What follows belongs to an exercise in optimizing a design on an open flow for small area, a short achievable clock period and few clock cycles per item; a production flow would make more cautious choices. At most, simulation tests tie the RTL to the original design; equivalence was not proved.

==> inputs of run a <==
// fmul_top
module fmul_top (
  input  logic        clk,
  input  logic        rst_n,
  input  logic [31:0] op_a,
  input  logic [31:0] op_b,
  input  logic        start,
  input  logic        ready_in,
  output logic        valid_out,
  output logic        ready_out,
  output logic [31:0] result,
  output logic [3:0]  flags
);
  logic [7:0] ea, eb;
  logic       a_zero, b_zero, a_max, b_max, a_fz, b_fz;
  logic       a_nan, b_nan, a_inf, b_inf;
  logic       s0_nan, s0_inf, s0_spec, s0_sign;
  logic [9:0] s0_esum;
  assign ea     = op_a[30:23];
  assign eb     = op_b[30:23];
  assign a_zero = (ea == 8'h00);
  assign b_zero = (eb == 8'h00);
  assign a_max  = (ea == 8'hFF);
  assign b_max  = (eb == 8'hFF);
  assign a_fz   = (op_a[22:0] == 23'd0);
  assign b_fz   = (op_b[22:0] == 23'd0);
  assign a_nan  = a_max & ~a_fz;
  assign b_nan  = b_max & ~b_fz;
  assign a_inf  = a_max & a_fz;
  assign b_inf  = b_max & b_fz;
  assign s0_nan  = a_nan | b_nan | (a_inf & b_zero) | (a_zero & b_inf);
  assign s0_inf  = a_max | b_max;
  ...
clock: 8.0 ns
lec_check: 0
abc_clock_period_in_ps: 3500
cap_margin: 20
core_margin: 2
core_utilization: 40
setup_slack_margin: 4.4
slew_margin: 20
synth_hierarchical: 1
synth_minimum_keep_size: 0
tns_end_percent: 0
run.sh (not shown) runs the stock make flow with config.mk's settings and CLKGATE_MAP_FILE= SYNTH_SCRIPT=/design/flow/synth_recipe.tcl, a recipe that flattens the netlist after the stock synthesis.
==> run b (differences from run a) <==
--- a/flow/design.v
+++ b/flow/design.v
@@ -41,10 +41,17 @@
   input  logic gl,
   output logic g
 );
   assign g = gh | (ph & gl);
 endmodule
+module fmul_and (
+  input  logic a,
+  input  logic b,
+  output logic y
+);
+  assign y = a & b;
+endmodule
 module fmul_ha (
   input  logic a,
   input  logic b,
   output logic s,
   output logic co
@@ -1476,15 +1483,146 @@
   assign k0   = prod[46:23];
   assign g0   = prod[22];
   assign t0   = st22;
   assign r1   = g1 & (t1 | k1[0]);
   assign r0   = g0 & (t0 | k0[0]);
-  assign i1   = k1 + 24'd1;
-  assign i0   = k0 + 24'd1;
-  assign c1   = r1 & (&k1);
-  assign c0   = r0 & (&k0);
-  assign mant = p47 ? (r1 ? i1[22:0] : k1[22:0]) : (r0 ? i0[22:0] : k0[22:0]);
+  logic [24:0] a1, a0;
+  logic ra1;
+  fmul_and u_ra1 (.a(k1[1]), .b(k1[0]), .y(ra1));
+  logic ra2;
+  fmul_and u_ra2 (.a(k1[3]), .b(k1[2]), .y(ra2));
+  logic ra3;
+  fmul_and u_ra3 (.a(k1[5]), .b(k1[4]), .y(ra3));
+  logic ra4;
+  fmul_and u_ra4 (.a(k1[7]), .b(k1[6]), .y(ra4));
+  logic ra5;
+  fmul_and u_ra5 (.a(k1[9]), .b(k1[8]), .y(ra5));
+  logic ra6;
+  fmul_and u_ra6 (.a(k1[11]), .b(k1[10]), .y(ra6));
+  logic ra7;
+  fmul_and u_ra7 (.a(k1[13]), .b(k1[12]), .y(ra7));
+  logic ra8;
+  fmul_and u_ra8 (.a(k1[15]), .b(k1[14]), .y(ra8));
+  logic ra9;
+  fmul_and u_ra9 (.a(k1[17]), .b(k1[16]), .y(ra9));
+  logic ra10;
+  fmul_and u_ra10 (.a(k1[19]), .b(k1[18]), .y(ra10));
+  logic ra11;
+  fmul_and u_ra11 (.a(k1[21]), .b(k1[20]), .y(ra11));
+  logic ra12;
+  fmul_and u_ra12 (.a(k1[23]), .b(k1[22]), .y(ra12));
+  logic ra13;
+  fmul_and u_ra13 (.a(k1[2]), .b(ra1), .y(ra13));
+  logic ra14;
+  fmul_and u_ra14 (.a(ra2), .b(ra1), .y(ra14));
+  logic ra15;
+  fmul_and u_ra15 (.a(k1[6]), .b(ra3), .y(ra15));
+  logic ra16;
+  fmul_and u_ra16 (.a(ra4), .b(ra3), .y(ra16));
+  logic ra17;
+  fmul_and u_ra17 (.a(k1[10]), .b(ra5), .y(ra17));
+  logic ra18;
+  fmul_and u_ra18 (.a(ra6), .b(ra5), .y(ra18));
+  logic ra19;
+  fmul_and u_ra19 (.a(k1[14]), .b(ra7), .y(ra19));
+  logic ra20;
+  fmul_and u_ra20 (.a(ra8), .b(ra7), .y(ra20));
+  logic ra21;
+  fmul_and u_ra21 (.a(k1[18]), .b(ra9), .y(ra21));
+  logic ra22;
+  fmul_and u_ra22 (.a(ra10), .b(ra9), .y(ra22));
+  logic ra23;
+  fmul_and u_ra23 (.a(k1[22]), .b(ra11), .y(ra23));
+  logic ra24;
+  fmul_and u_ra24 (.a(ra12), .b(ra11), .y(ra24));
+  logic ra25;
+  fmul_and u_ra25 (.a(k1[4]), .b(ra14), .y(ra25));
+  logic ra26;
+  fmul_and u_ra26 (.a(ra3), .b(ra14), .y(ra26));
+  logic ra27;
+  fmul_and u_ra27 (.a(ra15), .b(ra14), .y(ra27));
+  logic ra28;
+  fmul_and u_ra28 (.a(ra16), .b(ra14), .y(ra28));
+  logic ra29;
+  fmul_and u_ra29 (.a(k1[12]), .b(ra18), .y(ra29));
+  logic ra30;
+  fmul_and u_ra30 (.a(ra7), .b(ra18), .y(ra30));
+  logic ra31;
+  fmul_and u_ra31 (.a(ra19), .b(ra18), .y(ra31));
+  logic ra32;
+  fmul_and u_ra32 (.a(ra20), .b(ra18), .y(ra32));
+  logic ra33;
+  fmul_and u_ra33 (.a(k1[20]), .b(ra22), .y(ra33));
+  logic ra34;
+  fmul_and u_ra34 (.a(ra11), .b(ra22), .y(ra34));
+  logic ra35;
+  fmul_and u_ra35 (.a(ra23), .b(ra22), .y(ra35));
+  logic ra36;
+  fmul_and u_ra36 (.a(ra24), .b(ra22), .y(ra36));
+  logic ra37;
+  fmul_and u_ra37 (.a(k1[8]), .b(ra28), .y(ra37));
+  logic ra38;
+  fmul_and u_ra38 (.a(ra5), .b(ra28), .y(ra38));
+  logic ra39;
+  fmul_and u_ra39 (.a(ra17), .b(ra28), .y(ra39));
+  logic ra40;
+  fmul_and u_ra40 (.a(ra18), .b(ra28), .y(ra40));
+  logic ra41;
+  fmul_and u_ra41 (.a(ra29), .b(ra28), .y(ra41));
+  logic ra42;
+  fmul_and u_ra42 (.a(ra30), .b(ra28), .y(ra42));
+  logic ra43;
+  fmul_and u_ra43 (.a(ra31), .b(ra28), .y(ra43));
+  logic ra44;
+  fmul_and u_ra44 (.a(ra32), .b(ra28), .y(ra44));
+  logic ra45;
+  fmul_and u_ra45 (.a(k1[16]), .b(ra44), .y(ra45));
+  logic ra46;
+  fmul_and u_ra46 (.a(ra9), .b(ra44), .y(ra46));
+  logic ra47;
+  fmul_and u_ra47 (.a(ra21), .b(ra44), .y(ra47));
+  logic ra48;
+  fmul_and u_ra48 (.a(ra22), .b(ra44), .y(ra48));
+  logic ra49;
+  fmul_and u_ra49 (.a(ra33), .b(ra44), .y(ra49));
+  logic ra50;
+  fmul_and u_ra50 (.a(ra34), .b(ra44), .y(ra50));
+  logic ra51;
+  fmul_and u_ra51 (.a(ra35), .b(ra44), .y(ra51));
+  logic ra52;
+  fmul_and u_ra52 (.a(ra36), .b(ra44), .y(ra52));
+  assign a1[0] = 1'b1;
+  assign a1[1] = k1[0];
+  assign a1[2] = ra1;
+  assign a1[3] = ra13;
+  assign a1[4] = ra14;
+  assign a1[5] = ra25;
+  assign a1[6] = ra26;
+  assign a1[7] = ra27;
+  assign a1[8] = ra28;
+  assign a1[9] = ra37;
+  assign a1[10] = ra38;
+  assign a1[11] = ra39;
+  assign a1[12] = ra40;
+  assign a1[13] = ra41;
+  assign a1[14] = ra42;
+  assign a1[15] = ra43;
+  assign a1[16] = ra44;
+  assign a1[17] = ra45;
+  assign a1[18] = ra46;
+  assign a1[19] = ra47;
+  assign a1[20] = ra48;
+  assign a1[21] = ra49;
+  assign a1[22] = ra50;
+  assign a1[23] = ra51;
+  assign a1[24] = ra52;
+  assign a0 = {a1[23:0] & {24{prod[23]}}, 1'b1};
+  assign i1   = k1 ^ (a1[23:0] & {24{r1}});    
+  assign i0   = k0 ^ (a0[23:0] & {24{r0}});    
+  assign c1   = r1 & a1[24];
+  assign c0   = r0 & a0[24];
+  assign mant = p47 ? i1[22:0] : i0[22:0];
   assign nx   = p47 ? (g1 | t1) : (g0 | t0);
   assign e0   = b2_esum;
   assign e1   = b2_esum + 10'd1;
   assign e2   = b2_esum + 10'd2;
   assign of0  = ~e0[9] & (e0[8] | (&e0[7:0]));
==> flow/flow/run.sh (new file) <==
#!/bin/bash
# The standard layout (the standard.sh: ORFS synthesis to finish), with the
# ports buffered by sky130_fd_sc_hd__buf_2 instead of the flow's default pick.
set -euo pipefail
bash standard.sh 'BUFFER_PORTS_ARGS=-buffer_cell sky130_fd_sc_hd__buf_2'  finish > orfs_make.log 2>&1
==> flow/standard.sh (new file) <==
#!/bin/bash
# synth_recipe.tcl (not shown) runs the flow's synth.tcl, then flattens the netlist and writes it again
# the make line also repeats each setting of config.mk as NAME=value (left out here)
make -C /OpenROAD-flow-scripts/flow DESIGN_CONFIG=/design/flow/config.mk WORK_HOME=/design/flow/orfs CLKGATE_MAP_FILE= SYNTH_SCRIPT=/design/flow/synth_recipe.tcl "${@:-finish}"
removed: flow/run.sh
==> results_dict.tcl <==
set metrics [dict create \
    status "timing/DRC/antenna clean" \
    dp_cells 3032 \
    initial_core_util 0.404 \
    multi_input_area_sq_um 17900 \
    antenna_found_initial 2 \
    min-delay-start "b1_spec$_DFFE_PP_" \
    area_growth_pct 14.8 \
    drt-total-wl_um 69700 \
    use_met3 0.0367 \
]
That was run b.
==> results_dict.tcl <==
set metrics [dict create \
    antenna_found_initial 1 \
    synth_area_sq_um 24300 \
    use_met3 0.0416 \
    initial_core_util 0.403 \
    min-delay-start "b1_esum[3]$_DFFE_PP_" \
    met1Wirelength_um 29800 \
    multi_input_area_sq_um 17500 \
    status "timing/DRC/antenna clean" \
    crit_family "simple AND/OR/NAND/NOR gates" \
    area_growth_pct 17.0 \
    fillers 5414 \
    dp_cells 2925 \
]
That was run a.
Testbench counts of run b, summed over its fixed seeds: cycles 8,024, items 8,000.
For run a, only the layout was checked, not whether the RTL still works.

afterwards: timing with drivers on the ports:
How much do the figures lean on ideal ports? The routed layouts below were timed once more, with nothing changed but the port constraints.
Step 1: set_driving_cell puts a clkbuf_16 on clk and a buf_2 on each other input, an assumption about the parent block.
Step 2 also shifts input and output timing later by t, the mid clock arrival at the registers, as if the neighbouring blocks saw the same clock.
Three values: ideal, step 1, step 2; two values: the first two.
| run | shift t [ns] | setup slack, ns | worst register clock-pin slew, ns | worst slew at a driven data input, ns | cell pins on the clock port's net |
|---|---|---|---|---|---|
| run a | 0.623 | 3.855 / 3.811 / 3.436 | 0.06 / 0.06 | 0.06 | 1 |
| run b | 0.629 | 4.008 / 4.008 / 3.821 | 0.06 / 0.06 | 0.06 | 1 |
After both steps setup and hold are still met in every run listed. For run a, which loses most, drivers alone change the setup slack by -0.044 ns; drivers and shift together by -0.419 ns.
